Context: an optimization exercise on an open-source flow, tuned for small area, a short achievable clock period and few clock cycles. The choices shown serve that exercise and are no tape-out recipe. No functional check of the RTL was part of any run shown here.

==> design/flow/config.mk <==
export PLATFORM = sky130hd
export DESIGN_NAME = cordic_rot_iter
export DESIGN_NICKNAME = cordic_rot_iter
export VERILOG_FILES = /design/flow/design.v
export SDC_FILE = /design/flow/constraint.sdc
export NUM_CORES = 4
export LEC_CHECK = 0
export CAP_MARGIN = 20
export CORE_MARGIN = 2
export CORE_UTILIZATION = 40
export SLEW_MARGIN = 20
==> design/flow/constraint.sdc <==
create_clock -name core_clock -period 8.0 [get_ports {clk_i}]
set_input_delay 1.6000 -clock core_clock [delete_from_list [all_inputs] [get_ports {clk_i}]]
set_output_delay 1.6000 -clock core_clock [all_outputs]
set_load 0.01 [all_outputs]
==> design/flow/design.v <==
module cordic_rot_iter (
    input  logic        clk_i,
    input  logic        rst_i,
    input  logic        valid_i,
    output logic        ready_o,
    input  logic [63:0] angle_i,
    output logic        valid_o,
    input  logic        ready_i,
    output logic [63:0] cos_o,
    output logic [63:0] sin_o,
    output logic        range_err_o
);
    localparam logic signed [33:0] HALF_PI = 34'sh1_921F_B544;
    logic en;   
    logic fit0;   
    assign fit0 = (&angle_i[63:33]) | ~(|angle_i[63:33]);
    logic signed [33:0] z0;
    assign z0 = angle_i[33:0];
    logic d0;
    assign d0 = ~z0[33];
    logic e0;
    assign e0 = ~fit0 | (z0 > HALF_PI) | (z0 < -HALF_PI);
    logic signed [32:0] z1;
    assign z1 = d0 ? 33'(z0 - 34'sd3373259426) : 33'(z0 + 34'sd3373259426);
    logic v_q1;
    logic e_q1;
    logic signed [32:0] z_q1;
    logic d0_q1;
    logic d1;
    assign d1 = ~z_q1[32];
    logic signed [31:0] z2;
    assign z2 = d1 ? 32'(z_q1 - 33'sd1991351318) : 32'(z_q1 + 33'sd1991351318);
    logic v_q2;
    logic e_q2;
    logic signed [31:0] z_q2;
    logic d0_q1_q2;
    logic d1_q2;
    logic d2;
    assign d2 = ~z_q2[31];
    logic signed [30:0] z3;
    assign z3 = d2 ? 31'(z_q2 - 32'sd1052175346) : 31'(z_q2 + 32'sd1052175346);
    logic v_q3;
    logic e_q3;
    logic signed [30:0] z_q3;
    logic d0_q1_q2_q3;
    logic d1_q2_q3;
    logic d2_q3;
    logic d3;
    assign d3 = ~z_q3[30];
    logic signed [29:0] z4;
    assign z4 = d3 ? 30'(z_q3 - 31'sd534100635) : 30'(z_q3 + 31'sd534100635);
    logic v_q4;
    logic e_q4;
    logic signed [29:0] z_q4;
    logic d0_q1_q2_q3_q4;
    logic d1_q2_q3_q4;
    logic d2_q3_q4;
    logic d3_q4;
    logic d4;
    assign d4 = ~z_q4[29];
    logic signed [28:0] z5;
    assign z5 = d4 ? 29'(z_q4 - 30'sd268086748) : 29'(z_q4 + 30'sd268086748);
    logic v_q5;
    logic e_q5;
    logic signed [28:0] z_q5;
    logic d0_q1_q2_q3_q4_q5;
    logic d1_q2_q3_q4_q5;
    logic d2_q3_q4_q5;
    logic d3_q4_q5;
    logic d4_q5;
    logic d5;
    assign d5 = ~z_q5[28];
    logic signed [27:0] z6;
    assign z6 = d5 ? 28'(z_q5 - 29'sd134174063) : 28'(z_q5 + 29'sd134174063);
    logic v_q6;
    logic e_q6;
    logic signed [27:0] z_q6;
    logic d0_q1_q2_q3_q4_q5_q6;
    logic d1_q2_q3_q4_q5_q6;
    logic d2_q3_q4_q5_q6;
    logic d3_q4_q5_q6;
    logic d4_q5_q6;
    logic d5_q6;
    logic d6;
    assign d6 = ~z_q6[27];
    logic signed [26:0] z7;
    assign z7 = d6 ? 27'(z_q6 - 28'sd67103403) : 27'(z_q6 + 28'sd67103403);
    logic v_q7;
    logic e_q7;
    logic signed [26:0] z_q7;
    logic d0_q1_q2_q3_q4_q5_q6_q7;
    logic d1_q2_q3_q4_q5_q6_q7;
    logic d2_q3_q4_q5_q6_q7;
    logic d3_q4_q5_q6_q7;
    logic d4_q5_q6_q7;
    logic d5_q6_q7;
    logic d6_q7;
    logic signed [32:0] x7, y7;
    logic [6:0] sel7;
    assign sel7 = {d6_q7, d5_q6_q7, d4_q5_q6_q7, d3_q4_q5_q6_q7, d2_q3_q4_q5_q6_q7, d1_q2_q3_q4_q5_q6_q7, d0_q1_q2_q3_q4_q5_q6_q7};
    assign x7[0] = 128'h166f54524a2af668166f54524a2af668 >> sel7;
    assign x7[1] = 128'h9c9bf9007d245942bd9a244100602639 >> sel7;
    assign x7[2] = 128'h30f46b52d514396fb49c28ea4ab609f3 >> sel7;
    assign x7[3] = 128'h83bfb13557c552e36aa3eeac8ffdce3 >> sel7;
    assign x7[4] = 128'h7ef1999100d832ec774c1b4089b98f9d >> sel7;
    assign x7[5] = 128'h81b1a855eb75fdaa55bfae97aa358d00 >> sel7;
    assign x7[6] = 128'h3c34b089e1cae223c4475387912d2c3c >> sel7;
    assign x7[7] = 128'ha5746c851459979009e99a28a1162ea5 >> sel7;
    assign x7[8] = 128'ha3d5d2910557e7e7eaa0894babc500 >> sel7;
    assign x7[9] = 128'h24a78598a64d786db61eb26519a1e524 >> sel7;
    assign x7[10] = 128'h690880194f3c93a7e5c93cf298011096 >> sel7;
    assign x7[11] = 128'h178974f01681aa2c345581680f2e91e8 >> sel7;
    assign x7[12] = 128'hdc30c3093f374acff352ecfc90c30c3b >> sel7;
    assign x7[13] = 128'hdaf6f760530c4ab7ed5230ca06ef6f5b >> sel7;
    assign x7[14] = 128'h36b58d569a8fcf43c2f3f1596ab1ad6c >> sel7;
    assign x7[15] = 128'h403b784af56d74ba5d2eb6af521edc02 >> sel7;
    assign x7[16] = 128'h1f74cd9df3a6beb5ad7d65cfb9b32ef8 >> sel7;
    assign x7[17] = 128'h9ca45922a074e13c3c872e05449a2539 >> sel7;
    assign x7[18] = 128'hca428b8236375aec6c41d14253000 >> sel7;
    assign x7[19] = 128'h64ddcf93c697ffaff5ffe963c9f3bb26 >> sel7;
    assign x7[20] = 128'h5984571fd5e264524a2647abf8ea219a >> sel7;
    assign x7[21] = 128'h1dd8091e3e660137ec80667c78901bb8 >> sel7;
    assign x7[22] = 128'h66c5e013e1fbf907e09fdf87c807a366 >> sel7;
    assign x7[23] = 128'h5e4fe615c96fc087e103f693a867f27a >> sel7;
    assign x7[24] = 128'h1e87efb3a0abf937ec9fd505cdf7e178 >> sel7;
    assign x7[25] = 128'h3bf3e3cfc983dffdbffbc193f3c7cfdc >> sel7;
    assign x7[26] = 128'h51dfe58bf5c7cfe7e7f3e3afd1a7fb8a >> sel7;
    assign x7[27] = 128'hc16b4373775f4f33ccf2faeecec2d683 >> sel7;
    assign x7[28] = 128'hfee6cac2635b7f5ffafedac64353677f >> sel7;
    assign x7[29] = 128'h7642dffbfff34a6e7652cfffdffb426e >> sel7;
    assign x7[30] = 128'hcf66ee77ce776ef3cf76ee73ee7766f3 >> sel7;
    assign x7[31] = 128'hf67ef66ff66f766ff66ef66ff66f7e6f >> sel7;
    assign x7[32] = 128'h80008001800100018000800180010001 >> sel7;
    assign y7[0] = 128'h699fa8a18515f994699fa8a18515f994 >> sel7;
    assign y7[1] = 128'h6dd85c01110df73f95701829052fe222 >> sel7;
    assign y7[2] = 128'hdf25cba0ff3d630aad39045680ec5f4d >> sel7;
    assign y7[3] = 128'hdb62aa22ffa9ff88ec002900c1aab924 >> sel7;
    assign y7[4] = 128'h62a73b6355f164c96ed9325503231ab9 >> sel7;
    assign y7[5] = 128'h152709eb82efab00ff2a48be106f1b57 >> sel7;
    assign y7[6] = 128'h696d2d07879084469ddef61e374b4969 >> sel7;
    assign y7[7] = 128'hfedc10f7df33e3553833041077c480f >> sel7;
    assign y7[8] = 128'h5506bfa4375ffe8e8e800513d2029f55 >> sel7;
    assign y7[9] = 128'h4d0e1f210cdbe1cb2c7824cf73078f4d >> sel7;
    assign y7[10] = 128'hc3511563da69360e8f9369a43157753c >> sel7;
    assign y7[11] = 128'h7e13edb57c1700496dff17c15a483781 >> sel7;
    assign y7[12] = 128'hb96596536a6ed09aa6f489a935965962 >> sel7;
    assign y7[13] = 128'hb0acaec5f659d02e8bf465905c8acaf2 >> sel7;
    assign y7[14] = 128'h6c2f1bfc301a9ad694a6a7f3c0270bc9 >> sel7;
    assign y7[15] = 128'hd562e1d0afcbed20fb482c0af478b954 >> sel7;
    assign y7[16] = 128'h7aed9b3ba60c282f0bebcf9a232648a1 >> sel7;
    assign y7[17] = 128'h390df34405ed8769691e485fdd304f63 >> sel7;
    assign y7[18] = 128'h55590d412146c6ef089c9d7b7d4f6555 >> sel7;
    assign y7[19] = 128'hcdbb9a369c3eaa0aafaa83c693a6224c >> sel7;
    assign y7[20] = 128'hf31dfe7abf84cdf4d04cde02a1804730 >> sel7;
    assign y7[21] = 128'h7bb1537868cc576e8915cce9e1357221 >> sel7;
    assign y7[22] = 128'hcc9f857687a2a35e853aba1e915e06cc >> sel7;
    assign y7[23] = 128'hf8da8c7f93ca951e8756ac3601cea4e0 >> sel7;
    assign y7[24] = 128'h781e8a260502a36e893abf5f9bae87e1 >> sel7;
    assign y7[25] = 128'h62a6869a9316baab2aa29736a69e9ab9 >> sel7;
    assign y7[26] = 128'hf7ba8f12af9e9a8e8ea6860ab70ea210 >> sel7;
    assign y7[27] = 128'h97c2d6e6eefada6699a4a0889894bc16 >> sel7;
    assign y7[28] = 128'ha88c9094c6f2eafaa0a8b09cd6f6ceea >> sel7;
    assign y7[29] = 128'hecd4baa2aaa6d0c8ecf49aaabaa2d4c8 >> sel7;
    assign y7[30] = 128'h9acc88ee98eec8a69aec88e688eecca6 >> sel7;
    assign y7[31] = 128'hace8accaaccaeccaacc8accaaccae8ca >> sel7;
    assign y7[32] = 128'h15551557155755571555155715575557 >> sel7;
    logic d7;
    assign d7 = ~z_q7[26];
    logic signed [25:0] z8;
    assign z8 = d7 ? 26'(z_q7 - 27'sd33553749) : 26'(z_q7 + 27'sd33553749);
    logic signed [32:0] yp7;
    assign yp7 = y7 ^ {33{d7}};
    logic v_q8;
    logic e_q8;
    logic dcur_q8;
    logic signed [25:0] z_q8;
    logic signed [32:0] x_q8;
    logic signed [32:0] yp_q8;
    logic d8;
    assign d8 = ~z_q8[25];
    logic signed [24:0] z9;
    assign z9 = d8 ? 25'(z_q8 - 26'sd16777131) : 25'(z_q8 + 26'sd16777131);
    logic m7;
    assign m7 = dcur_q8 ^ d8;
    logic signed [32:0] x8, yp8;
    logic [33:0] xt7;
    assign xt7 = {33'(x_q8), 1'b1} + {33'(yp_q8 >>> 7), dcur_q8};
    assign x8 = xt7[33:1];
    assign yp8 = (33'(yp_q8) - 33'(x_q8 >>> 7)) ^ {33{m7}};
    logic v_q9;
    logic e_q9;
    logic dcur_q9;
    logic signed [24:0] z_q9;
    logic signed [32:0] x_q9;
    logic signed [32:0] yp_q9;
    logic d9;
    assign d9 = ~z_q9[24];
    logic signed [23:0] z10;
    assign z10 = d9 ? 24'(z_q9 - 25'sd8388597) : 24'(z_q9 + 25'sd8388597);
    logic m8;
    assign m8 = dcur_q9 ^ d9;
    logic signed [32:0] x9, yp9;
    logic [33:0] xt8;
    assign xt8 = {33'(x_q9), 1'b1} + {33'(yp_q9 >>> 8), dcur_q9};
    assign x9 = xt8[33:1];
    assign yp9 = (33'(yp_q9) - 33'(x_q9 >>> 8)) ^ {33{m8}};
    logic v_q10;
    logic e_q10;
    logic dcur_q10;
    logic signed [23:0] z_q10;
    logic signed [32:0] x_q10;
    logic signed [32:0] yp_q10;
    logic d10;
    assign d10 = ~z_q10[23];
    logic signed [22:0] z11;
    assign z11 = d10 ? 23'(z_q10 - 24'sd4194303) : 23'(z_q10 + 24'sd4194303);
    logic [20:0] zb11;   
    assign zb11 = {~z11[22], z11[21:2]};
    logic m9;
    assign m9 = dcur_q10 ^ d10;
    logic signed [32:0] x10, yp10;
    logic [33:0] xt9;
    assign xt9 = {33'(x_q10), 1'b1} + {33'(yp_q10 >>> 9), dcur_q10};
    assign x10 = xt9[33:1];
    assign yp10 = (33'(yp_q10) - 33'(x_q10 >>> 9)) ^ {33{m9}};
    logic v_q11;
    logic e_q11;
    logic dcur_q11;
    logic [20:0] zb_q11;
    logic signed [32:0] x_q11;
    logic signed [32:0] yp_q11;
    logic d11;
    assign d11 = zb_q11[20];
    logic [19:0] zbd11;
    assign zbd11 = zb_q11[19:0];
    logic m10;
    assign m10 = dcur_q11 ^ d11;
    logic signed [32:0] x11, yp11;
    logic [33:0] xt10;
    assign xt10 = {33'(x_q11), 1'b1} + {33'(yp_q11 >>> 10), dcur_q11};
    assign x11 = xt10[33:1];
    assign yp11 = (33'(yp_q11) - 33'(x_q11 >>> 10)) ^ {33{m10}};
    logic v_q12;
    logic e_q12;
    logic dcur_q12;
    logic [19:0] zb_q12;
    logic signed [32:0] x_q12;
    logic signed [32:0] yp_q12;
    logic d12;
    assign d12 = zb_q12[19];
    logic [18:0] zbd12;
    assign zbd12 = zb_q12[18:0];
    logic m11;
    assign m11 = dcur_q12 ^ d12;
    logic signed [32:0] x12, yp12;
    logic [33:0] xt11;
    assign xt11 = {33'(x_q12), 1'b1} + {33'(yp_q12 >>> 11), dcur_q12};
    assign x12 = xt11[33:1];
    assign yp12 = (33'(yp_q12) - 33'(x_q12 >>> 11)) ^ {33{m11}};
    logic v_q13;
    logic e_q13;
    logic dcur_q13;
    logic [18:0] zb_q13;
    logic signed [32:0] x_q13;
    logic signed [32:0] yp_q13;
    logic d13;
    assign d13 = zb_q13[18];
    logic [17:0] zbd13;
    assign zbd13 = zb_q13[17:0];
    logic m12;
    assign m12 = dcur_q13 ^ d13;
    logic signed [33:0] x13, yp13;
    logic [34:0] xt12;
    assign xt12 = {34'(x_q13), 1'b1} + {34'(yp_q13 >>> 12), dcur_q13};
    assign x13 = xt12[34:1];
    assign yp13 = (34'(yp_q13) - 34'(x_q13 >>> 12)) ^ {34{m12}};
    logic v_q14;
    logic e_q14;
    logic dcur_q14;
    logic [17:0] zb_q14;
    logic signed [33:0] x_q14;
    logic signed [33:0] yp_q14;
    logic d14;
    assign d14 = zb_q14[17];
    logic [16:0] zbd14;
    assign zbd14 = zb_q14[16:0];
    logic m13;
    assign m13 = dcur_q14 ^ d14;
    logic signed [33:0] x14, yp14;
    logic [34:0] xt13;
    assign xt13 = {34'(x_q14), 1'b1} + {34'(yp_q14 >>> 13), dcur_q14};
    assign x14 = xt13[34:1];
    assign yp14 = (34'(yp_q14) - 34'(x_q14 >>> 13)) ^ {34{m13}};
    logic v_q15;
    logic e_q15;
    logic dcur_q15;
    logic [16:0] zb_q15;
    logic signed [33:0] x_q15;
    logic signed [33:0] yp_q15;
    logic d15;
    assign d15 = zb_q15[16];
    logic [15:0] zbd15;
    assign zbd15 = zb_q15[15:0];
    logic m14;
    assign m14 = dcur_q15 ^ d15;
    logic signed [33:0] x15, yp15;
    logic [34:0] xt14;
    assign xt14 = {34'(x_q15), 1'b1} + {34'(yp_q15 >>> 14), dcur_q15};
    assign x15 = xt14[34:1];
    assign yp15 = (34'(yp_q15) - 34'(x_q15 >>> 14)) ^ {34{m14}};
    logic v_q16;
    logic e_q16;
    logic dcur_q16;
    logic [15:0] zb_q16;
    logic signed [33:0] x_q16;
    logic signed [33:0] yp_q16;
    logic d16;
    assign d16 = zb_q16[15];
    logic [14:0] zbd16;
    assign zbd16 = zb_q16[14:0];
    logic m15;
    assign m15 = dcur_q16 ^ d16;
    logic signed [33:0] x16, yp16;
    logic [34:0] xt15;
    assign xt15 = {34'(x_q16), 1'b1} + {34'(yp_q16 >>> 15), dcur_q16};
    assign x16 = xt15[34:1];
    assign yp16 = (34'(yp_q16) - 34'(x_q16 >>> 15)) ^ {34{m15}};
    logic v_q17;
    logic e_q17;
    logic dcur_q17;
    logic [14:0] zb_q17;
    logic signed [33:0] x_q17;
    logic signed [33:0] yp_q17;
    logic d17;
    assign d17 = zb_q17[14];
    logic [13:0] zbd17;
    assign zbd17 = zb_q17[13:0];
    logic m16;
    assign m16 = dcur_q17 ^ d17;
    logic signed [33:0] x17, yp17;
    logic [34:0] xt16;
    assign xt16 = {34'(x_q17), 1'b1} + {34'(yp_q17 >>> 16), dcur_q17};
    assign x17 = xt16[34:1];
    assign yp17 = (34'(yp_q17) - 34'(x_q17 >>> 16)) ^ {34{m16}};
    logic v_q18;
    logic e_q18;
    logic dcur_q18;
    logic [13:0] zb_q18;
    logic signed [33:0] x_q18;
    logic signed [33:0] yp_q18;
    logic d18;
    assign d18 = zb_q18[13];
    logic [12:0] zbd18;
    assign zbd18 = zb_q18[12:0];
    logic m17;
    assign m17 = dcur_q18 ^ d18;
    logic signed [33:0] x18, yp18;
    logic [34:0] xt17;
    assign xt17 = {34'(x_q18), 1'b1} + {34'(yp_q18 >>> 17), dcur_q18};
    assign x18 = xt17[34:1];
    assign yp18 = (34'(yp_q18) - 34'(x_q18 >>> 17)) ^ {34{m17}};
    logic v_q19;
    logic e_q19;
    logic dcur_q19;
    logic [12:0] zb_q19;
    logic signed [33:0] x_q19;
    logic signed [33:0] yp_q19;
    logic d19;
    assign d19 = zb_q19[12];
    logic [11:0] zbd19;
    assign zbd19 = zb_q19[11:0];
    logic m18;
    assign m18 = dcur_q19 ^ d19;
    logic signed [33:0] x19, yp19;
    logic [34:0] xt18;
    assign xt18 = {34'(x_q19), 1'b1} + {34'(yp_q19 >>> 18), dcur_q19};
    assign x19 = xt18[34:1];
    assign yp19 = (34'(yp_q19) - 34'(x_q19 >>> 18)) ^ {34{m18}};
    logic v_q20;
    logic e_q20;
    logic dcur_q20;
    logic [11:0] zb_q20;
    logic signed [33:0] x_q20;
    logic signed [33:0] yp_q20;
    logic d20;
    assign d20 = zb_q20[11];
    logic [10:0] zbd20;
    assign zbd20 = zb_q20[10:0];
    logic m19;
    assign m19 = dcur_q20 ^ d20;
    logic signed [33:0] x20, yp20;
    logic [34:0] xt19;
    assign xt19 = {34'(x_q20), 1'b1} + {34'(yp_q20 >>> 19), dcur_q20};
    assign x20 = xt19[34:1];
    assign yp20 = (34'(yp_q20) - 34'(x_q20 >>> 19)) ^ {34{m19}};
    logic v_q21;
    logic e_q21;
    logic dcur_q21;
    logic [10:0] zb_q21;
    logic signed [33:0] x_q21;
    logic signed [33:0] yp_q21;
    logic d21;
    assign d21 = zb_q21[10];
    logic [9:0] zbd21;
    assign zbd21 = zb_q21[9:0];
    logic m20;
    assign m20 = dcur_q21 ^ d21;
    logic signed [33:0] x21, yp21;
    logic [34:0] xt20;
    assign xt20 = {34'(x_q21), 1'b1} + {34'(yp_q21 >>> 20), dcur_q21};
    assign x21 = xt20[34:1];
    assign yp21 = (34'(yp_q21) - 34'(x_q21 >>> 20)) ^ {34{m20}};
    logic v_q22;
    logic e_q22;
    logic dcur_q22;
    logic [9:0] zb_q22;
    logic signed [33:0] x_q22;
    logic signed [33:0] yp_q22;
    logic d22;
    assign d22 = zb_q22[9];
    logic [8:0] zbd22;
    assign zbd22 = zb_q22[8:0];
    logic m21;
    assign m21 = dcur_q22 ^ d22;
    logic signed [33:0] x22, yp22;
    logic [34:0] xt21;
    assign xt21 = {34'(x_q22), 1'b1} + {34'(yp_q22 >>> 21), dcur_q22};
    assign x22 = xt21[34:1];
    assign yp22 = (34'(yp_q22) - 34'(x_q22 >>> 21)) ^ {34{m21}};
    logic v_q23;
    logic e_q23;
    logic dcur_q23;
    logic [8:0] zb_q23;
    logic signed [33:0] x_q23;
    logic signed [33:0] yp_q23;
    logic d23;
    assign d23 = zb_q23[8];
    logic [7:0] zbd23;
    assign zbd23 = zb_q23[7:0];
    logic m22;
    assign m22 = dcur_q23 ^ d23;
    logic signed [33:0] x23, yp23;
    logic [34:0] xt22;
    assign xt22 = {34'(x_q23), 1'b1} + {34'(yp_q23 >>> 22), dcur_q23};
    assign x23 = xt22[34:1];
    assign yp23 = (34'(yp_q23) - 34'(x_q23 >>> 22)) ^ {34{m22}};
    logic v_q24;
    logic e_q24;
    logic dcur_q24;
    logic [7:0] zb_q24;
    logic signed [33:0] x_q24;
    logic signed [33:0] yp_q24;
    logic d24;
    assign d24 = zb_q24[7];
    logic [6:0] zbd24;
    assign zbd24 = zb_q24[6:0];
    logic m23;
    assign m23 = dcur_q24 ^ d24;
    logic signed [33:0] x24, yp24;
    logic [34:0] xt23;
    assign xt23 = {34'(x_q24), 1'b1} + {34'(yp_q24 >>> 23), dcur_q24};
    assign x24 = xt23[34:1];
    assign yp24 = (34'(yp_q24) - 34'(x_q24 >>> 23)) ^ {34{m23}};
    logic v_q25;
    logic e_q25;
    logic dcur_q25;
    logic [6:0] zb_q25;
    logic signed [33:0] x_q25;
    logic signed [33:0] yp_q25;
    logic d25;
    assign d25 = zb_q25[6];
    logic [5:0] zbd25;
    assign zbd25 = zb_q25[5:0];
    logic m24;
    assign m24 = dcur_q25 ^ d25;
    logic signed [33:0] x25, yp25;
    logic [34:0] xt24;
    assign xt24 = {34'(x_q25), 1'b1} + {34'(yp_q25 >>> 24), dcur_q25};
    assign x25 = xt24[34:1];
    assign yp25 = (34'(yp_q25) - 34'(x_q25 >>> 24)) ^ {34{m24}};
    logic v_q26;
    logic e_q26;
    logic dcur_q26;
    logic [5:0] zb_q26;
    logic signed [33:0] x_q26;
    logic signed [33:0] yp_q26;
    logic d26;
    assign d26 = zb_q26[5];
    logic [4:0] zbd26;
    assign zbd26 = zb_q26[4:0];
    logic m25;
    assign m25 = dcur_q26 ^ d26;
    logic signed [33:0] x26, yp26;
    logic [34:0] xt25;
    assign xt25 = {34'(x_q26), 1'b1} + {34'(yp_q26 >>> 25), dcur_q26};
    assign x26 = xt25[34:1];
    assign yp26 = (34'(yp_q26) - 34'(x_q26 >>> 25)) ^ {34{m25}};
    logic v_q27;
    logic e_q27;
    logic dcur_q27;
    logic [4:0] zb_q27;
    logic signed [33:0] x_q27;
    logic signed [33:0] yp_q27;
    logic d27;
    assign d27 = zb_q27[4];
    logic [3:0] zbd27;
    assign zbd27 = zb_q27[3:0];
    logic m26;
    assign m26 = dcur_q27 ^ d27;
    logic signed [33:0] x27, yp27;
    logic [34:0] xt26;
    assign xt26 = {34'(x_q27), 1'b1} + {34'(yp_q27 >>> 26), dcur_q27};
    assign x27 = xt26[34:1];
    assign yp27 = (34'(yp_q27) - 34'(x_q27 >>> 26)) ^ {34{m26}};
    logic v_q28;
    logic e_q28;
    logic dcur_q28;
    logic [3:0] zb_q28;
    logic signed [33:0] x_q28;
    logic signed [33:0] yp_q28;
    logic d28;
    assign d28 = zb_q28[3];
    logic [2:0] zbd28;
    assign zbd28 = zb_q28[2:0];
    logic m27;
    assign m27 = dcur_q28 ^ d28;
    logic signed [33:0] x28, yp28;
    logic [34:0] xt27;
    assign xt27 = {34'(x_q28), 1'b1} + {34'(yp_q28 >>> 27), dcur_q28};
    assign x28 = xt27[34:1];
    assign yp28 = (34'(yp_q28) - 34'(x_q28 >>> 27)) ^ {34{m27}};
    logic v_q29;
    logic e_q29;
    logic dcur_q29;
    logic [2:0] zb_q29;
    logic signed [33:0] x_q29;
    logic signed [33:0] yp_q29;
    logic d29;
    assign d29 = zb_q29[2];
    logic [1:0] zbd29;
    assign zbd29 = zb_q29[1:0];
    logic m28;
    assign m28 = dcur_q29 ^ d29;
    logic signed [33:0] x29, yp29;
    logic [34:0] xt28;
    assign xt28 = {34'(x_q29), 1'b1} + {34'(yp_q29 >>> 28), dcur_q29};
    assign x29 = xt28[34:1];
    assign yp29 = (34'(yp_q29) - 34'(x_q29 >>> 28)) ^ {34{m28}};
    logic v_q30;
    logic e_q30;
    logic dcur_q30;
    logic [1:0] zb_q30;
    logic signed [33:0] x_q30;
    logic signed [33:0] yp_q30;
    logic d30;
    assign d30 = zb_q30[1];
    logic [0:0] zbd30;
    assign zbd30 = zb_q30[0:0];
    logic m29;
    assign m29 = dcur_q30 ^ d30;
    logic signed [33:0] x30, yp30;
    logic [34:0] xt29;
    assign xt29 = {34'(x_q30), 1'b1} + {34'(yp_q30 >>> 29), dcur_q30};
    assign x30 = xt29[34:1];
    assign yp30 = (34'(yp_q30) - 34'(x_q30 >>> 29)) ^ {34{m29}};
    logic v_q31;
    logic e_q31;
    logic dcur_q31;
    logic [0:0] zb_q31;
    logic signed [33:0] x_q31;
    logic signed [33:0] yp_q31;
    logic d31;
    assign d31 = zb_q31[0];
    logic m30;
    assign m30 = dcur_q31 ^ d31;
    logic signed [33:0] x31, yp31;
    logic [34:0] xt30;
    assign xt30 = {34'(x_q31), 1'b1} + {34'(yp_q31 >>> 30), dcur_q31};
    assign x31 = xt30[34:1];
    assign yp31 = (34'(yp_q31) - 34'(x_q31 >>> 30)) ^ {34{m30}};
    logic v_q32;
    logic e_q32;
    logic dcur_q32;
    logic signed [33:0] x_q32;
    logic signed [33:0] yp_q32;
    logic signed [33:0] x32, yp32;
    logic [34:0] xt31;
    assign xt31 = {34'(x_q32), 1'b1} + {34'(yp_q32 >>> 31), dcur_q32};
    assign x32 = xt31[34:1];
    assign yp32 = (34'(yp_q32) - 34'(x_q32 >>> 31)) ^ {34{dcur_q32}};
    logic v_q33;
    logic e_q33;
    logic signed [33:0] x_q33;
    logic signed [33:0] yp_q33;
    assign valid_o = v_q33;
    assign en = ~(valid_o & ~ready_i);
    assign ready_o = en;
    always_ff @(posedge clk_i or posedge rst_i) begin
        if (rst_i) begin
            v_q1 <= 1'b0;
            v_q2 <= 1'b0;
            v_q3 <= 1'b0;
            v_q4 <= 1'b0;
            v_q5 <= 1'b0;
            v_q6 <= 1'b0;
            v_q7 <= 1'b0;
            v_q8 <= 1'b0;
            v_q9 <= 1'b0;
            v_q10 <= 1'b0;
            v_q11 <= 1'b0;
            v_q12 <= 1'b0;
            v_q13 <= 1'b0;
            v_q14 <= 1'b0;
            v_q15 <= 1'b0;
            v_q16 <= 1'b0;
            v_q17 <= 1'b0;
            v_q18 <= 1'b0;
            v_q19 <= 1'b0;
            v_q20 <= 1'b0;
            v_q21 <= 1'b0;
            v_q22 <= 1'b0;
            v_q23 <= 1'b0;
            v_q24 <= 1'b0;
            v_q25 <= 1'b0;
            v_q26 <= 1'b0;
            v_q27 <= 1'b0;
            v_q28 <= 1'b0;
            v_q29 <= 1'b0;
            v_q30 <= 1'b0;
            v_q31 <= 1'b0;
            v_q32 <= 1'b0;
            v_q33 <= 1'b0;
        end else if (en) begin
            v_q1 <= valid_i;
            v_q2 <= v_q1;
            v_q3 <= v_q2;
            v_q4 <= v_q3;
            v_q5 <= v_q4;
            v_q6 <= v_q5;
            v_q7 <= v_q6;
            v_q8 <= v_q7;
            v_q9 <= v_q8;
            v_q10 <= v_q9;
            v_q11 <= v_q10;
            v_q12 <= v_q11;
            v_q13 <= v_q12;
            v_q14 <= v_q13;
            v_q15 <= v_q14;
            v_q16 <= v_q15;
            v_q17 <= v_q16;
            v_q18 <= v_q17;
            v_q19 <= v_q18;
            v_q20 <= v_q19;
            v_q21 <= v_q20;
            v_q22 <= v_q21;
            v_q23 <= v_q22;
            v_q24 <= v_q23;
            v_q25 <= v_q24;
            v_q26 <= v_q25;
            v_q27 <= v_q26;
            v_q28 <= v_q27;
            v_q29 <= v_q28;
            v_q30 <= v_q29;
            v_q31 <= v_q30;
            v_q32 <= v_q31;
            v_q33 <= v_q32;
        end
    end
    always_ff @(posedge clk_i) begin
        if (en) begin
            e_q1 <= e0;
            z_q1 <= z1;
            d0_q1 <= d0;
            e_q2 <= e_q1;
            z_q2 <= z2;
            d0_q1_q2 <= d0_q1;
            d1_q2 <= d1;
            e_q3 <= e_q2;
            z_q3 <= z3;
            d0_q1_q2_q3 <= d0_q1_q2;
            d1_q2_q3 <= d1_q2;
            d2_q3 <= d2;
            e_q4 <= e_q3;
            z_q4 <= z4;
            d0_q1_q2_q3_q4 <= d0_q1_q2_q3;
            d1_q2_q3_q4 <= d1_q2_q3;
            d2_q3_q4 <= d2_q3;
            d3_q4 <= d3;
            e_q5 <= e_q4;
            z_q5 <= z5;
            d0_q1_q2_q3_q4_q5 <= d0_q1_q2_q3_q4;
            d1_q2_q3_q4_q5 <= d1_q2_q3_q4;
            d2_q3_q4_q5 <= d2_q3_q4;
            d3_q4_q5 <= d3_q4;
            d4_q5 <= d4;
            e_q6 <= e_q5;
            z_q6 <= z6;
            d0_q1_q2_q3_q4_q5_q6 <= d0_q1_q2_q3_q4_q5;
            d1_q2_q3_q4_q5_q6 <= d1_q2_q3_q4_q5;
            d2_q3_q4_q5_q6 <= d2_q3_q4_q5;
            d3_q4_q5_q6 <= d3_q4_q5;
            d4_q5_q6 <= d4_q5;
            d5_q6 <= d5;
            e_q7 <= e_q6;
            z_q7 <= z7;
            d0_q1_q2_q3_q4_q5_q6_q7 <= d0_q1_q2_q3_q4_q5_q6;
            d1_q2_q3_q4_q5_q6_q7 <= d1_q2_q3_q4_q5_q6;
            d2_q3_q4_q5_q6_q7 <= d2_q3_q4_q5_q6;
            d3_q4_q5_q6_q7 <= d3_q4_q5_q6;
            d4_q5_q6_q7 <= d4_q5_q6;
            d5_q6_q7 <= d5_q6;
            d6_q7 <= d6;
            e_q8 <= e_q7;
            dcur_q8 <= d7;
            z_q8 <= z8;
            x_q8 <= x7;
            yp_q8 <= yp7;
            e_q9 <= e_q8;
            dcur_q9 <= d8;
            z_q9 <= z9;
            x_q9 <= x8;
            yp_q9 <= yp8;
            e_q10 <= e_q9;
            dcur_q10 <= d9;
            z_q10 <= z10;
            x_q10 <= x9;
            yp_q10 <= yp9;
            e_q11 <= e_q10;
            dcur_q11 <= d10;
            zb_q11 <= zb11;
            x_q11 <= x10;
            yp_q11 <= yp10;
            e_q12 <= e_q11;
            dcur_q12 <= d11;
            zb_q12 <= zbd11;
            x_q12 <= x11;
            yp_q12 <= yp11;
            e_q13 <= e_q12;
            dcur_q13 <= d12;
            zb_q13 <= zbd12;
            x_q13 <= x12;
            yp_q13 <= yp12;
            e_q14 <= e_q13;
            dcur_q14 <= d13;
            zb_q14 <= zbd13;
            x_q14 <= x13;
            yp_q14 <= yp13;
            e_q15 <= e_q14;
            dcur_q15 <= d14;
            zb_q15 <= zbd14;
            x_q15 <= x14;
            yp_q15 <= yp14;
            e_q16 <= e_q15;
            dcur_q16 <= d15;
            zb_q16 <= zbd15;
            x_q16 <= x15;
            yp_q16 <= yp15;
            e_q17 <= e_q16;
            dcur_q17 <= d16;
            zb_q17 <= zbd16;
            x_q17 <= x16;
            yp_q17 <= yp16;
            e_q18 <= e_q17;
            dcur_q18 <= d17;
            zb_q18 <= zbd17;
            x_q18 <= x17;
            yp_q18 <= yp17;
            e_q19 <= e_q18;
            dcur_q19 <= d18;
            zb_q19 <= zbd18;
            x_q19 <= x18;
            yp_q19 <= yp18;
            e_q20 <= e_q19;
            dcur_q20 <= d19;
            zb_q20 <= zbd19;
            x_q20 <= x19;
            yp_q20 <= yp19;
            e_q21 <= e_q20;
            dcur_q21 <= d20;
            zb_q21 <= zbd20;
            x_q21 <= x20;
            yp_q21 <= yp20;
            e_q22 <= e_q21;
            dcur_q22 <= d21;
            zb_q22 <= zbd21;
            x_q22 <= x21;
            yp_q22 <= yp21;
            e_q23 <= e_q22;
            dcur_q23 <= d22;
            zb_q23 <= zbd22;
            x_q23 <= x22;
            yp_q23 <= yp22;
            e_q24 <= e_q23;
            dcur_q24 <= d23;
            zb_q24 <= zbd23;
            x_q24 <= x23;
            yp_q24 <= yp23;
            e_q25 <= e_q24;
            dcur_q25 <= d24;
            zb_q25 <= zbd24;
            x_q25 <= x24;
            yp_q25 <= yp24;
            e_q26 <= e_q25;
            dcur_q26 <= d25;
            zb_q26 <= zbd25;
            x_q26 <= x25;
            yp_q26 <= yp25;
            e_q27 <= e_q26;
            dcur_q27 <= d26;
            zb_q27 <= zbd26;
            x_q27 <= x26;
            yp_q27 <= yp26;
            e_q28 <= e_q27;
            dcur_q28 <= d27;
            zb_q28 <= zbd27;
            x_q28 <= x27;
            yp_q28 <= yp27;
            e_q29 <= e_q28;
            dcur_q29 <= d28;
            zb_q29 <= zbd28;
            x_q29 <= x28;
            yp_q29 <= yp28;
            e_q30 <= e_q29;
            dcur_q30 <= d29;
            zb_q30 <= zbd29;
            x_q30 <= x29;
            yp_q30 <= yp29;
            e_q31 <= e_q30;
            dcur_q31 <= d30;
            zb_q31 <= zbd30;
            x_q31 <= x30;
            yp_q31 <= yp30;
            e_q32 <= e_q31;
            dcur_q32 <= d31;
            x_q32 <= x31;
            yp_q32 <= yp31;
            e_q33 <= e_q32;
            x_q33 <= x32;
            yp_q33 <= yp32;
        end
    end
    assign cos_o = {{30{x_q33[33]}}, x_q33};
    assign sin_o = {{30{yp_q33[33]}}, yp_q33};
    assign range_err_o = e_q33;
endmodule
==> design/flow/run.sh <==
#!/bin/bash
# synth_recipe.tcl (not shown) runs the flow's synth.tcl, then flattens the netlist and writes it again
# the make line also repeats each setting of config.mk as NAME=value (left out here)
make -C /OpenROAD-flow-scripts/flow DESIGN_CONFIG=/design/flow/config.mk WORK_HOME=/design/flow/orfs CLKGATE_MAP_FILE= SYNTH_SCRIPT=/design/flow/synth_recipe.tcl finish
==> results of run 1 <==
[worst paths after layout]
check | start | to | cells past startpoint
min in group asynchronous | rst_i | v_q33$_DFFE_PP0N_ | 3
setup / recovery | ready_i | ready_o | 5
hold reg to reg | zb_q16[13]$_DFFE_PN_ | zb_q17[13]$_DFFE_PN_ | 0
hold / removal | zb_q16[13]$_DFFE_PN_ | zb_q17[13]$_DFFE_PN_ | 0
max in group asynchronous | rst_i | v_q18$_DFFE_PP0N_ | 3
setup reg to reg | d1_q2_q3_q4_q5_q6_q7$_DFFE_PN_ | yp_q8[25]$_DFFE_PN_ | 10
[worst register-to-register path, delay by kind of cell (launching register included)]
family          cells  cell delay [ns]
compound gates      4             0.99
buf+inv             3             1.25
flops               1             0.38
xor+xnor            1             0.29
fa+ha+maj           1             0.71
simple gates        1             0.91
[final cells by class]
cell class / count / area [um^2] / area share [%]
antenna: 11 / 27.53 / 0.01374
timing repair buffer: 360 / 3415 / 1.704
tap: 5976 / 7477 / 3.732
multi-input combinational: 14110 / 104900 / 52.36
sequential: 2391 / 71630 / 35.76
inverter: 849 / 3191 / 1.593
clock buffer: 333 / 7545 / 3.766
clock inverter: 187 / 2157 / 1.077
[cell families after synthesis]
logic type	Yosys count
compound gates	5560
fa+ha+maj	2014
mux	48
buf+inv	1301
simple gates	3769
flops	2391
xor+xnor	2715
[layer usage]
metal | GRT usage [%] | vias up | wire [um] | part of all wire (%)
li1 | - | 66730 | - | -
met1 | 27.82 | 64530 | 221700 | 45
met2 | 34.99 | 3325 | 231000 | 46
met3 | 3.142 | 830 | 27150 | 5.5
met4 | 6.512 | 2 | 17210 | 3.5
met5 | 0 | - | 8 | 0.0016
[layout by cell type, fill, tap and decap left out, drive strengths merged, types with 167 or more instances in the layout]
master	count
ha	1950
a21oi	1667
a21o	1097
nand2	869
nand3	337
clkbuf	333
o21bai	202
edfxtp	2358
inv	873
xor2	729
nor2	1023
nand2b	255
o21ai	963
o21a	264
xnor2	1986
a31oi	213
clkdlybuf4s50	198
and3	167
nand4	174
nor3	262
nor2b	284
[per-stage QoR]
step / hold WS (ns) / setup WS [ns]
global route: 0.4032 / 1.987
floorplan: 0.4003 / -30.00
detailed placement: 0.4045 / 1.798
global placement: 0.4001 / 1.718
finish: 0.3962 / 2.181
CTS: 0.3957 / 2.020
==> impl_metrics.tcl, run 1 <==
set metrics [dict create \
    status "no timing/DRC/antenna violations" \
    nNetsFinal 20080 \
    antenna_found_initial 7 \
    clk_pin_slew_ns 0.06 \
    worstMarginPinSlew_ns 1.282 \
    yosysWarnings 1 \
    crit_fanout 34 \
    via_count 135400 \
    drt_iter0_markers 9944 \
    finalHoldViolCount 0 \
    syn_nets 19880 \
    gp_congestion 0.9968 \
    wirelength_um 497000 \
    hold_buffers 0 \
    grt_pass1_vias 129600 \
    core_area_um2 451800 \
    seq_area_frac_synth_pct 39.54 \
    route.detailed.drc 0 \
    yosys-top-cells-count "edfxtp_1 (2358), xnor2_1 (1986), ha_1 (1950)" \
    reg2reg_slack_ns 3.25 \
    syn2layout_area_growth_pct 10.60 \
    synth_compound_area_share_pct 19.84 \
    startpoint_type "input pin" \
    worstHoldPathType "reg2reg" \
    cpLargestDelayFamily "buffers and inverters" \
    cts_tree "built" \
    fin_setup_tns_ns 0 \
    post-route-period-util_pct 72.74 \
    end_kind "primary output" \
    drtAntennaViolNets 0 \
    ios 199 \
    cts_resized 0 \
    drv_slew 0 \
    grt_max_degree 196 \
    initial_core_util_pct 40.09 \
    placed_area_um2 190600 \
    grt-ovfl-total 0 \
    dr.pass1.iters 8 \
    synthAdderAreaFrac_pct 14.18 \
    max_stage_delay_ns 1.04 \
    die_w_um 677.0 \
    post_cts_buffers 0 \
    cap_violations 0 \
    clockBufferDepth 4 \
    slew_headroom_pct 14.54 \
    place_inst 23680 \
    ys_ff_latch 2391 \
    drt-vias-per-instance 5.593 \
    port_buffers 198 \
    grt_use_total_pct 20.91 \
    die_area_um2 458300 \
    syn-cell-area_um2 181100 \
    worstPathRequired_ns 6.40 \
    synth.distinct_cells 96 \
    synth_area_leaders "edfxtp_1 (39%), ha_1 (13%), xnor2_1 (9.6%)" \
    synth_top_family_by_area "compound AO/OA/AOI/OAI gates" \
    critical_path_class "in2out" \
    synth_top_cell_by_area "edfxtp_1" \
    rows 247 \
    fillCellCount 42910 \
    synth_cells 17800 \
    htreeDepth 5 \
    instances_no_fill 24210 \
    finalSetupViolations 0 \
    grt_pass1_wl_um 760700 \
    rsz0062_at_grt "false" \
    slowest_stage "clkdlybuf4s50_1" \
    cts_buffers 289 \
    synth-edff-count 2358 \
    fin_area_um2 200300 \
    crit_buf_inv 4 \
    cts_sinks 2391 \
    fin_skew_ns 0.06895 \
    post-dp-hpwl_um 378000 \
    synthMuxAreaShare_pct 0.3571 \
    synthArstFlopShare_pct 1.380 \
    cts_root_buf "clkbuf_16" \
    cpMostUsedCell "clkdlybuf4s50_1" \
    synth_ff_type "edfxtp_1" \
    worst_ep_arrival_time_ns 4.22 \
    insertion_delay_ns 0.96 \
    synth.most_common_cell "edfxtp_1" \
    die_y_um 677.0 \
    synth.avg_cell_area_um2 10.18 \
    wl_per_cell_um 20.53 \
    crit_chain "clkdlybuf4s50_1 -> nor2b_2 -> buf_4 -> clkinvlp_4 -> clkdlybuf4s50_1" \
    yosysTopAreaCellShare_pct 39.09 \
    fmax_mhz 171.9 \
    yosys.area_share.xor_xnor_pct 13.13 \
    synth-simple-area-share_pct 10.13 \
    post-route-min-period_ns 5.819 \
    final_layout_size_suffix_gt1_share_pct 4.620 \
    fin_util_pct 44.34 \
]
==> run 2: changes to the inputs <==
--- a/design/flow/config.mk
+++ b/design/flow/config.mk
@@ -10,2 +10,4 @@
 export CORE_UTILIZATION = 40
+export CTS_BUF_LIST = sky130_fd_sc_hd__clkbuf_4 sky130_fd_sc_hd__clkbuf_8
+export SETUP_SLACK_MARGIN = 3.6
 export SLEW_MARGIN = 20
==> run 2 against run 1 <==
Effect of this change: non-clock buffer count grew 27; still clean; critical endpoint unchanged; largest cell class unchanged; global-route usage grew 0.11 points.
==> impl_metrics.tcl, run 2 <==
set metrics [dict create \
    status "no timing/DRC/antenna violations" \
    yosysWarnings 1 \
    synth_cells 17800 \
    clk_pin_slew_ns 0.06 \
    worstHoldPathType "reg2reg" \
    hold_buffers 0 \
    grt_pass1_vias 131100 \
    max_stage_delay_ns 0.46 \
    synth-edff-count 2358 \
    synth.most_common_cell "edfxtp_1" \
    post-dp-hpwl_um 378000 \
    reg2reg_to "x_q8[4]$_DFFE_PN_" \
    multi_input_area_um2 105100 \
    cts_root_buf "clkbuf_8" \
    yosys-top-cells-count "edfxtp_1 (2358), xnor2_1 (1986), ha_1 (1950)" \
    clockBufferDepth 4 \
    drt_iter0_markers 10260 \
    grt_util_met3_pct 3.176 \
    top_usage_layer "met2" \
    startpoint_type "input pin" \
    syn_nets 19880 \
    mostFrequentLayoutCells "edfxtp_1 (2358), xnor2_1 (1984), ha_1 (1947)" \
    worstPathRequired_ns 6.40 \
    nNetsFinal 20240 \
    fillCellCount 43120 \
    placed_area_um2 190600 \
    synth.avg_cell_area_um2 10.18 \
    synth_area_leaders "edfxtp_1 (39%), ha_1 (13%), xnor2_1 (9.6%)" \
    regArea_um2 71630 \
    final_layout_size_suffix_gt1_share_pct 6.118 \
    insertion_delay_ns 1.19 \
    whs_path_depth 0 \
    slew_headroom_pct 19.58 \
    gp_congestion 0.9968 \
    place_inst 23680 \
    die_w_um 677.0 \
    dr.pass1.iters 6 \
    post-route-min-period_ns 4.373 \
    crit_fanout 6 \
    grt_use_total_pct 21.02 \
    min_from "zb_q16[13]$_DFFE_PN_" \
    worstMarginPinSlew_ns 1.206 \
    critical_path_class "in2out" \
    fin_hold_ws_ns 0.3383 \
    cts_sinks 2391 \
    cts_buffers 427 \
    via_count 136400 \
    holdPathEnd "zb_q17[13]$_DFFE_PN_" \
    r2r_cells 11 \
    drv_slew 0 \
    rows 247 \
    ys_ff_latch 2391 \
    die_area_um2 458300 \
    crit_chain "clkdlybuf4s50_1 -> nor2b_4 -> buf_12 -> clkinvlp_4 -> buf_12 -> buf_8" \
    syn2layout_area_growth_pct 10.51 \
    fmax_mhz 228.7 \
    fin_area_um2 200200 \
    cts_tree "built" \
    seq_area_frac_synth_pct 39.54 \
    syn-cell-area_um2 181100 \
    instances_no_fill 24490 \
    end_kind "primary output" \
    route.detailed.drc 0 \
    antenna_found_initial 10 \
    slowest_stage "clkdlybuf4s50_1" \
    finalSetupViolations 0 \
    worst_ep_arrival_time_ns 2.77 \
    met1_usage_pct 27.87 \
    synthArstFlopShare_pct 1.380 \
    layout_commonest_cell "edfxtp_1" \
    fin_setup_tns_ns 0 \
    cpMostUsedCell "buf_12" \
    grt_pass1_wl_um 765600 \
    reg2reg_from "d1_q2_q3_q4_q5_q6_q7$_DFFE_PN_" \
    reg2reg_slack_ns 3.63 \
    synth.distinct_cells 96 \
    grtUsageMet2_pct 35.14 \
    wl_per_cell_um 20.43 \
    cap_violations 0 \
    htreeDepth 5 \
    grt_max_degree 196 \
    synth_ff_type "edfxtp_1" \
    yosysTopAreaCellShare_pct 39.09 \
    initial_core_util_pct 40.09 \
    core_area_um2 451800 \
    wirelength_um 500400 \
    die_y_um 677.0 \
    port_buffers 198 \
    grt-ovfl-total 0 \
    ios 199 \
    fin_skew_ns 0.1320 \
    synth_top_cell_by_area "edfxtp_1" \
    drt-vias-per-instance 5.571 \
    finalHoldViolCount 0 \
    rsz0062_at_grt "true" \
    drtAntennaViolNets 0 \
    post-route-period-util_pct 54.67 \
]
run 2: cell type report:
| class | instances | share of cell area (%) |
|---|---|---|
| Tap cell | 5976 | 3.735 |
| Multi-Input combinational cell | 14110 | 52.50 |
| Clock buffer | 524 | 3.318 |
| Antenna cell | 8 | 0.01000 |
| Timing Repair Buffer | 387 | 1.861 |
| Inverter | 849 | 1.605 |
| Sequential cell | 2391 | 35.78 |
| Clock inverter | 245 | 1.191 |
run 2: worst max path at each step:
stage	from	to	slack (ns)	cells after the start
global route	z_q7[26]$_DFFE_PN_	z_q8[25]$_DFFE_PN_	3.55	15
CTS	ready_i	ready_o	3.49	6
global placement	angle_i[33]	z_q1[32]$_DFFE_PN_	1.72	15
detailed placement	angle_i[33]	z_q1[32]$_DFFE_PN_	1.80	15
finish	ready_i	ready_o	3.63	6
floorplan	ready_i	d0_q1$_DFFE_PN_	-30.00	4
run 2: routing by layer:
layer | vias up | routed length, um | part of all wire (%)
li1 | 67090 | - | -
met1 | 65020 | 222500 | 44
met2 | 3413 | 232400 | 46
met3 | 866 | 27380 | 5.5
met4 | 10 | 18030 | 3.6
met5 | - | 68 | 0.014
run 2: per-stage QoR:
step,utilization [%],setup WS (ns)
final,44.31,3.627
after global placement,42.18,1.718
after CTS,44.23,3.489
after global routing,44.31,3.553
after detailed placement,42.19,1.798
after floorplan,-,-30.00
run 2: worst max-delay path, delay by kind of cell:
kind	cells	cell delay, ns
buf+inv	5	0.96
simple gates	1	0.16
run 2: cell families (layout without fill, tap and decap cells):
family	Yosys count	in the layout	synth area share [%]
XOR/XNOR	2715	2715	13.13
flip-flops	2391	2391	39.54
AND/OR/NAND/NOR	3769	3769	10.13
buffers and inverters	1301	2005	2.829
adder cells (fa/ha/maj)	2014	2014	14.18
multiplexers	48	48	0.3571
AO/OA/AOI/OAI	5560	5560	19.84
other	0	8	0
run 2: timing repair:
| item | 4_1_cts | 5_1_grt |
|---|---|---|
| setup buffers | 13 | 12 |
| pin swaps | 4 | 2 |
| hold endpoints to repair | 0 | 0 |
| setup endpoints to repair | 131 | 137 |
| gates resized for setup | 24 | 49 |
| gates cloned | 1 | 1 |
==> run 3: changes to the inputs <==
--- a/design/flow/config.mk
+++ b/design/flow/config.mk
@@ -11,3 +11,3 @@
 export CTS_BUF_LIST = sky130_fd_sc_hd__clkbuf_4 sky130_fd_sc_hd__clkbuf_8
-export SETUP_SLACK_MARGIN = 3.6
+export SETUP_SLACK_MARGIN = 4.0
 export SLEW_MARGIN = 20
==> run 3 against run 2 <==
Effect of this change: still clean; worst hold slack better by 0.0081 ns; register-to-register slack about the same; synthesized area unchanged; sequential cell count unchanged; synthesized cell count unchanged; worst setup slack better by 0.012 ns; routed wire length up 0.80%; critical endpoint is now yp_q8[25]$_DFFE_PN_; highest routed layer unchanged.
==> impl_metrics.tcl, run 3 <==
set metrics [dict create \
    status "no timing/DRC/antenna violations" \
    whs_path_depth 0 \
    synth-edff-count 2358 \
    syn-cell-area_um2 181100 \
    worst_ep_arrival_time_ns 5.23 \
    insertion_delay_ns 1.20 \
    slew_headroom_pct 20.36 \
    post-route-period-util_pct 54.52 \
    yosysWarnings 1 \
    cts_sinks 2391 \
    antenna_found_initial 7 \
    finalHoldViolCount 0 \
    ios 199 \
    mostFrequentLayoutCells "edfxtp_1 (2358), xnor2_1 (1981), ha_1 (1935)" \
    final_layout_size_suffix_gt1_share_pct 7.342 \
    initial_core_util_pct 40.09 \
    reg2reg_from "d1_q2_q3_q4_q5_q6_q7$_DFFE_PN_" \
    clk_pin_slew_ns 0.06 \
    fmax_mhz 229.3 \
    grt_use_total_pct 21.08 \
    wirelength_um 504400 \
    worstPathRequired_ns 8.87 \
    grt_max_degree 196 \
    cts_buffers 427 \
    holdPathEnd "zb_q17[13]$_DFFE_PN_" \
    end_kind "register" \
    max_stage_delay_ns 0.76 \
    finalSetupViolations 0 \
    die_w_um 677.0 \
    multi_input_area_um2 106100 \
    synthArstFlopShare_pct 1.380 \
    cts_tree "built" \
    core_area_um2 451800 \
    drt-vias-per-instance 5.572 \
    rsz0062_at_grt "true" \
    layout_commonest_cell "edfxtp_1" \
    critical_path_class "reg2reg" \
    drt_iter0_markers 10230 \
    htreeDepth 5 \
    synth_top_cell_by_area "edfxtp_1" \
    reg2reg_slack_ns 3.64 \
    cpLargestDelayFamily "compound AO/OA/AOI/OAI gates" \
    synth_cells 17800 \
    crit_chain "clkinvlp_4 -> buf_4 -> ha_1 -> buf_4 -> nor2_1 -> nor3_1 -> a21oi_1 -> o22ai_1 -> o21ai_0 -> o21ai_1 -> xnor2_1" \
    post-route-min-period_ns 4.361 \
    die_y_um 677.0 \
    grt-ovfl-total 0 \
    post-dp-hpwl_um 378000 \
    regArea_um2 71630 \
    via_count 136800 \
    syn2layout_area_growth_pct 11.46 \
    slowest_stage "nor3_1" \
    startpoint_type "register" \
    hold_buffers 0 \
    grt_pass1_wl_um 767600 \
    port_buffers 198 \
    rows 247 \
    fillCellCount 43000 \
    fin_setup_tns_ns 0 \
    drtAntennaViolNets 0 \
    cts_root_buf "clkbuf_8" \
    crit_fanout 21 \
    dr.pass1.iters 7 \
    grt_pass1_vias 131400 \
    worstSetupStartpoint "d1_q2_q3_q4_q5_q6_q7$_DFFE_PN_" \
    synth_area_leaders "edfxtp_1 (39%), ha_1 (13%), xnor2_1 (9.6%)" \
    min_from "zb_q16[13]$_DFFE_PN_" \
    clockBufferDepth 4 \
    wl_per_cell_um 20.54 \
    syn_nets 19880 \
    worstMarginPinSlew_ns 1.195 \
    crit_buf_inv 3 \
    cpMostUsedCell "buf_4" \
    worstHoldPathType "reg2reg" \
    synth_ff_type "edfxtp_1" \
    drv_slew 0 \
    gp_congestion 0.9968 \
    route.detailed.drc 0 \
    yosys-top-cells-count "edfxtp_1 (2358), xnor2_1 (1986), ha_1 (1950)" \
    synth.distinct_cells 96 \
    ys_ff_latch 2391 \
    nNetsFinal 20310 \
    seq_area_frac_synth_pct 39.54 \
    fin_skew_ns 0.1275 \
    r2r_cells 11 \
    cap_violations 0 \
    synth.most_common_cell "edfxtp_1" \
    die_area_um2 458300 \
    yosysTopAreaCellShare_pct 39.09 \
    reg2reg_to "yp_q8[25]$_DFFE_PN_" \
    synth.avg_cell_area_um2 10.18 \
]
run 3: cell count changes in the layout (fill, tap and decap cells not counted), moves of 17 or more:
cell,delta
o21ai_0,-27
dlygate4sd2_1,+31
a21oi_2,+24
clkdlybuf4s50_1,-37
buf_4,+36
a211oi_2,+17
o21ai_1,+21
a21oi_1,-24
a211oi_1,-17
run 3: area by class of cell:
type	instances	share of cell area (%)
diodes	11	0.01363
inverters	849	1.606
well taps	5976	3.703
multi-input cells	14110	52.53
clock buffers	524	3.290
clock inverters	245	1.181
repair buffers	445	2.178
flip-flops and latches	2391	35.48
repair inverters	5	0.01239
run 3: worst max path at each step:
stage                                endpoint  slack [ns]  cells past startpoint
after floorplan               d0_q1$_DFFE_PN_      -30.00                      4
after global placement     z_q1[32]$_DFFE_PN_        1.72                     15
after detailed placement   z_q1[32]$_DFFE_PN_        1.80                     15
after CTS                             ready_o        3.62                      6
after global routing       yp_q8[4]$_DFFE_PN_        3.81                     12
final                     yp_q8[25]$_DFFE_PN_        3.64                     11
run 3: cells by family (layout without fill, tap and decap cells):
group                      count (synthesis)  count (layout)  synth area share [%]
buffers and inverters                   1301            2068                 2.829
DFF                                     2391            2391                 39.54
adders and majority gates               2014            2014                 14.18
and+or+nand+nor                         3769            3769                 10.13
other                                      0              11                     0
muxes                                     48              48                0.3571
AOI/OAI and AO/OA                       5560            5560                 19.84
xor gates and xnor gates                2715            2715                 13.13
run 3: layer usage:
layer | GRT usage [%] | up-vias | wire, um
li1 | - | 67220 | -
met1 | 27.84 | 65150 | 223300
met2 | 35.25 | 3530 | 234100
met3 | 3.287 | 911 | 28580
met4 | 6.973 | 2 | 18300
met5 | 0 | - | 11
run 3: per-stage QoR:
| stage | cell area [um^2] | setup slack [ns] | cells | util (%) | hold slack [ns] |
|---|---|---|---|---|---|
| CTS | 200500 | 3.624 | 24490 | 44.37 | 0.3320 |
| finish | 201900 | 3.639 | 24550 | 44.68 | 0.3464 |
| floorplan | 181200 | -30.00 | 17800 | - | 0.4003 |
| detailed placement | 190600 | 1.798 | 23680 | 42.19 | 0.4045 |
| global placement | 190600 | 1.718 | 23680 | 42.18 | 0.4001 |
| global route | 201900 | 3.807 | 24550 | 44.68 | 0.3555 |
run 3: repair_timing:
action                                  in CTS  in global routing
resized for setup                          156                215
pin swaps                                   12                 42
endpoints found under the setup margin     335                359
gates cloned                                 5                  8
setup buffers                               33                 44

-- afterwards: timing with drivers on the ports --
The flow's constraints put no driver on any port. The routed layouts listed below were extracted and timed again, unchanged, in two steps.
Step 1 (the two cells are an assumption about what drives the block):
set clk [get_ports {clk_i}]
set_driving_cell -lib_cell sky130_fd_sc_hd__clkbuf_16 $clk
set_driving_cell -lib_cell sky130_fd_sc_hd__buf_2 [delete_from_list [all_inputs] $clk]
Step 2 also shifts input and output timing later by t, the mid clock arrival at the registers, as if the neighbouring blocks saw the same clock.
Slacks: ideal ports / drivers / drivers and shift; pairs: ideal ports / drivers.
run	t, ns	slack for setup (ns)	worst setup path after step 2	slew at the worst register clock pin (ns)	cell pins on the clock port's net
run 1	1.044	2.181 / 2.159 / 1.834	input to register	0.06 / 0.06	1
run 2	1.236	3.627 / 3.605 / 2.518	input to register	0.08 / 0.08	1
run 3	1.248	3.639 / 3.639 / 2.893	input to register	0.08 / 0.08	1
After both steps every run listed still meets setup and hold. For run 2, which loses most, drivers alone change the setup slack by -0.022 ns; drivers and shift together by -1.109 ns.
